This is an optimization exercise on Yosys and OpenROAD, whose aim is small area, a short achievable clock period and few clock cycles per item, not a production implementation.

==> exp/nickel <==
==> flow/design.v <==
package merge_pkg;
  parameter int NUM_BLK_W = 2;
  parameter int KEY_W = 6;
  parameter int PAY_W = 16;
  parameter int BASE_W = 8;
  parameter int FIFO_AW = 4;
  parameter int NFR = 3;
endpackage
`timescale 1ns/1ps
module blk_writer #(
  parameter int NUM_BLK_W = merge_pkg::NUM_BLK_W,
  parameter int BASE_W    = merge_pkg::BASE_W,
  parameter int NFR       = merge_pkg::NFR
) (
  input  logic                    clk,
  input  logic                    rst,
  input  logic                    in_valid_i,
  input  logic                    in_last_i,
  input  logic [BASE_W-1:0]       in_base_i,
  input  logic [2**NUM_BLK_W-1:0] f15_i,
  input  logic [2**NUM_BLK_W-1:0] f16_i,
  input  logic                    frame_end_i,   
  output logic                    in_ready_o,
  output logic [2**NUM_BLK_W-1:0] wen_o,
  output logic [2**NUM_BLK_W-1:0] push_o,
  output logic [BASE_W-1:0]       base_o         
);
  localparam int NB = 2**NUM_BLK_W;
  localparam int PW = $clog2(NFR);
  logic [NUM_BLK_W-1:0] blk;
  logic                 first_q;    
  logic                 rdy_q;
  logic [PW-1:0]        bwp;
  logic [PW-1:0]        brp;
  logic [PW:0]          nfr;        
  logic [BASE_W-1:0]    bq [NFR];
  logic                 xfer;
  logic                 xlast;
  logic [NUM_BLK_W-1:0] blk_n;
  logic                 first_n;
  logic [PW:0]          nfr_n;
  logic                 full_n;
  assign in_ready_o = rdy_q;
  assign xfer       = in_valid_i && rdy_q;
  assign xlast      = xfer && in_last_i;
  for (genvar g = 0; g < NB; g++) begin : g_w
    assign wen_o[g]  = rdy_q && (blk == NUM_BLK_W'(g));
    assign push_o[g] = xfer && (blk == NUM_BLK_W'(g));
  end
  assign base_o = bq[brp];
  assign blk_n   = xlast ? blk + 1'b1 : blk;
  assign first_n = xfer ? (in_last_i && (&blk)) : first_q;
  assign nfr_n   = nfr + (PW+1)'(xfer && first_q);
  assign full_n  = f16_i[blk_n] || (f15_i[blk_n] && push_o[blk_n]);
  always_ff @(posedge clk or posedge rst) begin
    if (rst) begin
      blk     <= '0;
      first_q <= 1'b1;
      rdy_q   <= 1'b1;
      bwp     <= '0;
      brp     <= '0;
      nfr     <= '0;
    end else begin
      blk     <= blk_n;
      first_q <= first_n;
      rdy_q   <= !full_n && !(first_n && (nfr_n >= (PW+1)'(NFR)));
      if (xfer && first_q)
        bwp <= (bwp == PW'(NFR-1)) ? '0 : bwp + 1'b1;
      if (frame_end_i)
        brp <= (brp == PW'(NFR-1)) ? '0 : brp + 1'b1;
      nfr <= nfr + (PW+1)'(xfer && first_q) - (PW+1)'(frame_end_i);
    end
  end
  always_ff @(posedge clk) begin
    if (rdy_q && first_q)
      bq[bwp] <= in_base_i;
  end
endmodule
`timescale 1ns/1ps
module blk_fifo #(
  parameter int FIFO_AW = merge_pkg::FIFO_AW,
  parameter int DEPTH   = 2**FIFO_AW - 1,   
  parameter int W       = 1 + merge_pkg::KEY_W + merge_pkg::PAY_W
) (
  input  logic         clk,
  input  logic         rst,
  input  logic         wen_i,    
  input  logic         push_i,   
  input  logic [W-1:0] din_i,
  input  logic         pop_i,    
  output logic [W-1:0] head_o,
  output logic         hv_o,     
  output logic         f15_o,    
  output logic         f16_o     
);
  localparam int AW = $clog2(DEPTH);
  localparam int CW = $clog2(DEPTH + 1);
  logic [W-1:0]  mem [DEPTH];
  logic [AW-1:0] wp;
  logic [AW-1:0] rp;
  logic [CW-1:0] occ;
  logic          nonempty;
  logic          hen;
  logic          rd;
  assign nonempty = (occ != '0);
  assign f15_o    = (occ == CW'(DEPTH-1));   
  assign f16_o    = (occ == CW'(DEPTH));     
  assign hen      = !hv_o || pop_i;
  assign rd       = hen && nonempty;
  always_ff @(posedge clk) begin
    if (wen_i)
      mem[wp] <= din_i;
  end
  always_ff @(posedge clk) begin
    if (hen)
      head_o <= mem[rp];
  end
  always_ff @(posedge clk or posedge rst) begin
    if (rst) begin
      wp   <= '0;
      rp   <= '0;
      occ  <= '0;
      hv_o <= 1'b0;
    end else begin
      if (push_i)
        wp <= (wp == AW'(DEPTH-1)) ? '0 : wp + 1'b1;
      if (rd)
        rp <= (rp == AW'(DEPTH-1)) ? '0 : rp + 1'b1;
      if (push_i && !rd)
        occ <= occ + 1'b1;
      else if (rd && !push_i)
        occ <= occ - 1'b1;
      if (hen)
        hv_o <= nonempty;
    end
  end
endmodule
`timescale 1ns/1ps
module merge_select #(
  parameter int NUM_BLK_W = merge_pkg::NUM_BLK_W,
  parameter int KEY_W     = merge_pkg::KEY_W,
  parameter int PAY_W     = merge_pkg::PAY_W
) (
  input  logic                                    clk,
  input  logic                                    rst,
  input  logic [2**NUM_BLK_W*(1+KEY_W+PAY_W)-1:0] head_i,   
  input  logic [2**NUM_BLK_W-1:0]                 hv_i,
  input  logic                                    sel_ready_i,
  output logic [2**NUM_BLK_W-1:0]                 pop_o,
  output logic                                    sel_valid_o,
  output logic [KEY_W-1:0]                        sel_key_o,
  output logic [NUM_BLK_W-1:0]                    sel_blk_o,
  output logic [PAY_W-1:0]                        sel_pay_o,
  output logic                                    sel_last_o,
  output logic                                    frame_end_o
);
  localparam int NB = 2**NUM_BLK_W;
  localparam int DW = 1 + KEY_W + PAY_W;
  logic [NB-1:0]    done_q;
  logic [NB-1:0]    elig;
  logic [NB-1:0]    win;
  logic [KEY_W-1:0] key_a [NB];
  logic [PAY_W-1:0] pay_a [NB];
  logic [NB-1:0]    lst_a;
  logic [NB-1:0]    endf;    
  logic             go;
  always_comb begin
    for (int i = 0; i < NB; i++) begin
      lst_a[i] = head_i[i*DW+KEY_W+PAY_W];
      key_a[i] = head_i[i*DW+PAY_W +: KEY_W];
      pay_a[i] = head_i[i*DW +: PAY_W];
    end
  end
  assign elig = hv_i & ~done_q;
  assign go   = elig[NB-1] || (done_q[NB-1] && (|elig));
  always_comb begin
    for (int i = 0; i < NB; i++) begin
      win[i] = elig[i];
      for (int j = 0; j < NB; j++) begin
        if (j < i)
          win[i] = win[i] && !(elig[j] && key_a[j] <= key_a[i]);
        else if (j > i)
          win[i] = win[i] && !(elig[j] && key_a[j] < key_a[i]);
      end
    end
  end
  always_comb begin
    sel_key_o = '0;
    sel_blk_o = '0;
    sel_pay_o = '0;
    sel_last_o = 1'b0;
    for (int i = 0; i < NB; i++) begin
      endf[i] = lst_a[i] && ((done_q | (NB'(1) << i)) == '1);
      if (win[i]) begin
        sel_key_o  = sel_key_o | key_a[i];
        sel_blk_o  = sel_blk_o | NUM_BLK_W'(i);
        sel_pay_o  = sel_pay_o | pay_a[i];
        sel_last_o = sel_last_o | endf[i];
      end
    end
  end
  assign sel_valid_o = go;
  assign pop_o       = (go && sel_ready_i) ? win : '0;
  assign frame_end_o = go && sel_ready_i && sel_last_o;
  always_ff @(posedge clk or posedge rst) begin
    if (rst) begin
      done_q <= '0;
    end else if (go && sel_ready_i) begin
      if (sel_last_o)
        done_q <= '0;
      else
        done_q <= done_q | (win & lst_a);
    end
  end
endmodule
`timescale 1ns/1ps
module out_stage #(
  parameter int NUM_BLK_W = merge_pkg::NUM_BLK_W,
  parameter int KEY_W     = merge_pkg::KEY_W,
  parameter int PAY_W     = merge_pkg::PAY_W,
  parameter int BASE_W    = merge_pkg::BASE_W
) (
  input  logic                    clk,
  input  logic                    rst,
  input  logic [BASE_W-1:0]       base_i,
  input  logic                    sel_valid_i,
  input  logic [KEY_W-1:0]        sel_key_i,
  input  logic [NUM_BLK_W-1:0]    sel_blk_i,
  input  logic [PAY_W-1:0]        sel_pay_i,
  input  logic                    sel_last_i,
  input  logic                    out_ready_i,
  output logic                    sel_ready_o,
  output logic                    out_valid_o,
  output logic [BASE_W+KEY_W-1:0] out_time_o,
  output logic [NUM_BLK_W-1:0]    out_blk_o,
  output logic [PAY_W-1:0]        out_pay_o,
  output logic                    out_last_o
);
  logic vld_q;
  assign sel_ready_o = !vld_q || out_ready_i;   
  assign out_valid_o = vld_q;
  always_ff @(posedge clk or posedge rst) begin
    if (rst)
      vld_q <= 1'b0;
    else if (sel_ready_o)
      vld_q <= sel_valid_i;
  end
  always_ff @(posedge clk) begin
    if (sel_ready_o) begin
      out_time_o <= {base_i, sel_key_i};
      out_blk_o  <= sel_blk_i;
      out_pay_o  <= sel_pay_i;
      out_last_o <= sel_last_i;
    end
  end
endmodule
`timescale 1ns/1ps
module merge_ram_top #(
  parameter int NUM_BLK_W = merge_pkg::NUM_BLK_W,
  parameter int KEY_W     = merge_pkg::KEY_W,
  parameter int PAY_W     = merge_pkg::PAY_W,
  parameter int BASE_W    = merge_pkg::BASE_W,
  parameter int FIFO_AW   = merge_pkg::FIFO_AW
) (
  input  logic                    clk,
  input  logic                    rst,
  input  logic                    in_valid_i,
  input  logic                    in_last_i,
  input  logic [BASE_W-1:0]       in_base_i,
  input  logic [KEY_W-1:0]        in_key_i,
  input  logic [PAY_W-1:0]        in_pay_i,
  output logic                    in_ready_o,
  output logic                    out_valid_o,
  output logic [BASE_W+KEY_W-1:0] out_time_o,
  output logic [NUM_BLK_W-1:0]    out_blk_o,
  output logic [PAY_W-1:0]        out_pay_o,
  output logic                    out_last_o,
  input  logic                    out_ready_i
);
  localparam int NB = 2**NUM_BLK_W;
  localparam int DW = 1 + KEY_W + PAY_W;   
  logic [NB-1:0]        wen;
  logic [NB-1:0]        push;
  logic [NB-1:0]        f15;
  logic [NB-1:0]        f16;
  logic [NB-1:0]        pop;
  logic [NB-1:0]        hv;
  logic [NB*DW-1:0]     heads;
  logic [BASE_W-1:0]    base;
  logic                 frame_end;
  logic                 sel_valid;
  logic                 sel_ready;
  logic [KEY_W-1:0]     sel_key;
  logic [NUM_BLK_W-1:0] sel_blk;
  logic [PAY_W-1:0]     sel_pay;
  logic                 sel_last;
  blk_writer #(.NUM_BLK_W(NUM_BLK_W), .BASE_W(BASE_W)) u_writer (
    .clk, .rst, .in_valid_i, .in_last_i, .in_base_i, .f15_i(f15), .f16_i(f16),
    .frame_end_i(frame_end), .in_ready_o, .wen_o(wen), .push_o(push), .base_o(base)
  );
  for (genvar g = 0; g < NB; g++) begin : g_fifo
    blk_fifo #(.FIFO_AW(FIFO_AW), .W(DW)) u_fifo (
      .clk, .rst, .wen_i(wen[g]), .push_i(push[g]), .din_i({in_last_i, in_key_i, in_pay_i}),
      .pop_i(pop[g]), .head_o(heads[g*DW +: DW]), .hv_o(hv[g]), .f15_o(f15[g]), .f16_o(f16[g])
    );
  end
  merge_select #(.NUM_BLK_W(NUM_BLK_W), .KEY_W(KEY_W), .PAY_W(PAY_W)) u_sel (
    .clk, .rst, .head_i(heads), .hv_i(hv), .sel_ready_i(sel_ready), .pop_o(pop),
    .sel_valid_o(sel_valid), .sel_key_o(sel_key), .sel_blk_o(sel_blk), .sel_pay_o(sel_pay),
    .sel_last_o(sel_last), .frame_end_o(frame_end)
  );
  out_stage #(.NUM_BLK_W(NUM_BLK_W), .KEY_W(KEY_W), .PAY_W(PAY_W), .BASE_W(BASE_W)) u_out (
    .clk, .rst, .base_i(base), .sel_valid_i(sel_valid), .sel_key_i(sel_key),
    .sel_blk_i(sel_blk), .sel_pay_i(sel_pay), .sel_last_i(sel_last), .out_ready_i,
    .sel_ready_o(sel_ready), .out_valid_o, .out_time_o, .out_blk_o, .out_pay_o, .out_last_o
  );
endmodule
==> flow/run.sh <==
#!/bin/bash
# synth_recipe.tcl (not shown) runs the flow's synth.tcl, then flattens the netlist and writes it again
# the make line also repeats each setting of config.mk as NAME=value (left out here)
make -C /OpenROAD-flow-scripts/flow DESIGN_CONFIG=/design/flow/config.mk WORK_HOME=/design/flow/orfs CLKGATE_MAP_FILE= SYNTH_SCRIPT=/design/flow/synth_recipe.tcl finish
==> flow/config.mk <==
export PLATFORM = sky130hd
export DESIGN_NAME = merge_ram_top
export DESIGN_NICKNAME = merge_ram_top
export VERILOG_FILES = /design/flow/design.v
export SDC_FILE = /design/flow/constraint.sdc
export NUM_CORES = 4
export LEC_CHECK = 0
export CAP_MARGIN = 20
export CORE_MARGIN = 2
export CORE_UTILIZATION = 40
export SETUP_SLACK_MARGIN = 5
export SLEW_MARGIN = 20
==> flow/constraint.sdc <==
create_clock -name core_clock -period 9.0 [get_ports {clk}]
set_input_delay 1.8000 -clock core_clock [delete_from_list [all_inputs] [get_ports {clk}]]
set_output_delay 1.8000 -clock core_clock [all_outputs]
set_load 0.01 [all_outputs]
==> exp/juniper (differences from exp/nickel) <==
CORE_UTILIZATION = 60   (was 40)
==> exp/willow (differences from exp/nickel) <==
--- a/flow/design.v
+++ b/flow/design.v
@@ -79,7 +79,6 @@
 `timescale 1ns/1ps
 module blk_fifo #(
   parameter int FIFO_AW = merge_pkg::FIFO_AW,
-  parameter int DEPTH   = 2**FIFO_AW - 1,   
   parameter int W       = 1 + merge_pkg::KEY_W + merge_pkg::PAY_W
 ) (
   input  logic         clk,
@@ -93,45 +92,39 @@
   output logic         f15_o,    
   output logic         f16_o     
 );
-  localparam int AW = $clog2(DEPTH);
-  localparam int CW = $clog2(DEPTH + 1);
-  logic [W-1:0]  mem [DEPTH];
-  logic [AW-1:0] wp;
-  logic [AW-1:0] rp;
-  logic [CW-1:0] occ;
-  logic          nonempty;
-  logic          hen;
-  logic          rd;
-  assign nonempty = (occ != '0);
-  assign f15_o    = (occ == CW'(DEPTH-1));   
-  assign f16_o    = (occ == CW'(DEPTH));     
+  localparam int DEPTH = 2**FIFO_AW;
+  logic [W-1:0]       mem [DEPTH];
+  logic [FIFO_AW:0]   wp;
+  logic [FIFO_AW:0]   rp;
+  logic [FIFO_AW:0]   occ;
+  logic               nonempty;
+  logic               hen;
+  assign occ      = wp - rp;
+  assign nonempty = (wp != rp);
+  assign f15_o    = (occ == (FIFO_AW+1)'(DEPTH-1));
+  assign f16_o    = occ[FIFO_AW];
   assign hen      = !hv_o || pop_i;
-  assign rd       = hen && nonempty;
   always_ff @(posedge clk) begin
     if (wen_i)
-      mem[wp] <= din_i;
+      mem[wp[FIFO_AW-1:0]] <= din_i;
   end
   always_ff @(posedge clk) begin
     if (hen)
-      head_o <= mem[rp];
+      head_o <= mem[rp[FIFO_AW-1:0]];
   end
   always_ff @(posedge clk or posedge rst) begin
     if (rst) begin
       wp   <= '0;
       rp   <= '0;
-      occ  <= '0;
       hv_o <= 1'b0;
     end else begin
       if (push_i)
-        wp <= (wp == AW'(DEPTH-1)) ? '0 : wp + 1'b1;
-      if (rd)
-        rp <= (rp == AW'(DEPTH-1)) ? '0 : rp + 1'b1;
-      if (push_i && !rd)
-        occ <= occ + 1'b1;
-      else if (rd && !push_i)
-        occ <= occ - 1'b1;
-      if (hen)
+        wp <= wp + 1'b1;
+      if (hen) begin
         hv_o <= nonempty;
+        if (nonempty)
+          rp <= rp + 1'b1;
+      end
     end
   end
 endmodule
SETUP_SLACK_MARGIN = not set   (was 5)
==> results.cfg <==
[outcome]
run_status = complete, no violations

[global_route]
vias_in_the_first_global_route = 29600

[layout]
finished_layout_cells = 4594

[synthesis]
post_synthesis_compound_gate_area_fraction = 0.0281

[timing]
post-route-worst-setup-slack_ns = 5.01

[pwr]
pg_clk_mw = 6.35
fin_total_pwr_mw = 21.3

[setup_path]
worst_path_dominant_cell_family = compound AO/OA/AOI/OAI gates

[routing]
detail_route.wirelength_microns = 140000
(the above is from exp/juniper)
==> results.cfg <==
[pwr]
pg_clk_mw = 6.54
fin_total_pwr_mw = 21.9

[setup_path]
worst_path_dominant_cell_family = flip-flops

[outcome]
run_status = complete, no violations

[global_route]
vias_in_the_first_global_route = 31000
(the above is from exp/willow)
==> results.cfg <==
[outcome]
run_status = complete, no violations

[pwr]
fin_total_pwr_mw = 21.4
pg_clk_mw = 6.39

[global_route]
vias_in_the_first_global_route = 29200

[synthesis]
post_synthesis_compound_gate_area_fraction = 0.0281

[routing]
detail_route.wirelength_microns = 144000

[timing]
post-route-worst-setup-slack_ns = 5.14
(the above is from exp/nickel)
No functional check of the RTL was part of any run of this note.

afterwards: timing with drivers on the ports:
No port has a modelled driver above. Below, the same layouts with a new extraction and two added sets of constraints. Step 1 sets driving cells, clkbuf_16 on the clock port and buf_2 on the other inputs (assumed; they add their load-dependent delay and slew). Step 2 adds t to the input delays and takes it off the output delays; t is the mean of the earliest and latest rising clock arrival at the registers after step 1. Input paths then give back, and output paths get back, about the clock's delay inside the block. Three values: ideal, step 1, step 2; two values: the first two.
run | t (ns) | setup slack, ns | worst slew at a driven data input, ns | pins driven straight from the clock port
exp/nickel | 0.849 | 5.140 / 5.103 / 4.302 | 0.07 | 1
exp/juniper | 0.823 | 5.007 / 4.972 / 4.215 | 0.06 | 1
exp/willow | 0.855 | 4.728 / 4.649 / 4.137 | 0.13 | 1
After both steps setup and hold are still met in every run listed. The setup slack of exp/nickel, which loses most, moves by -0.037 ns with the drivers and by -0.838 ns with both steps.
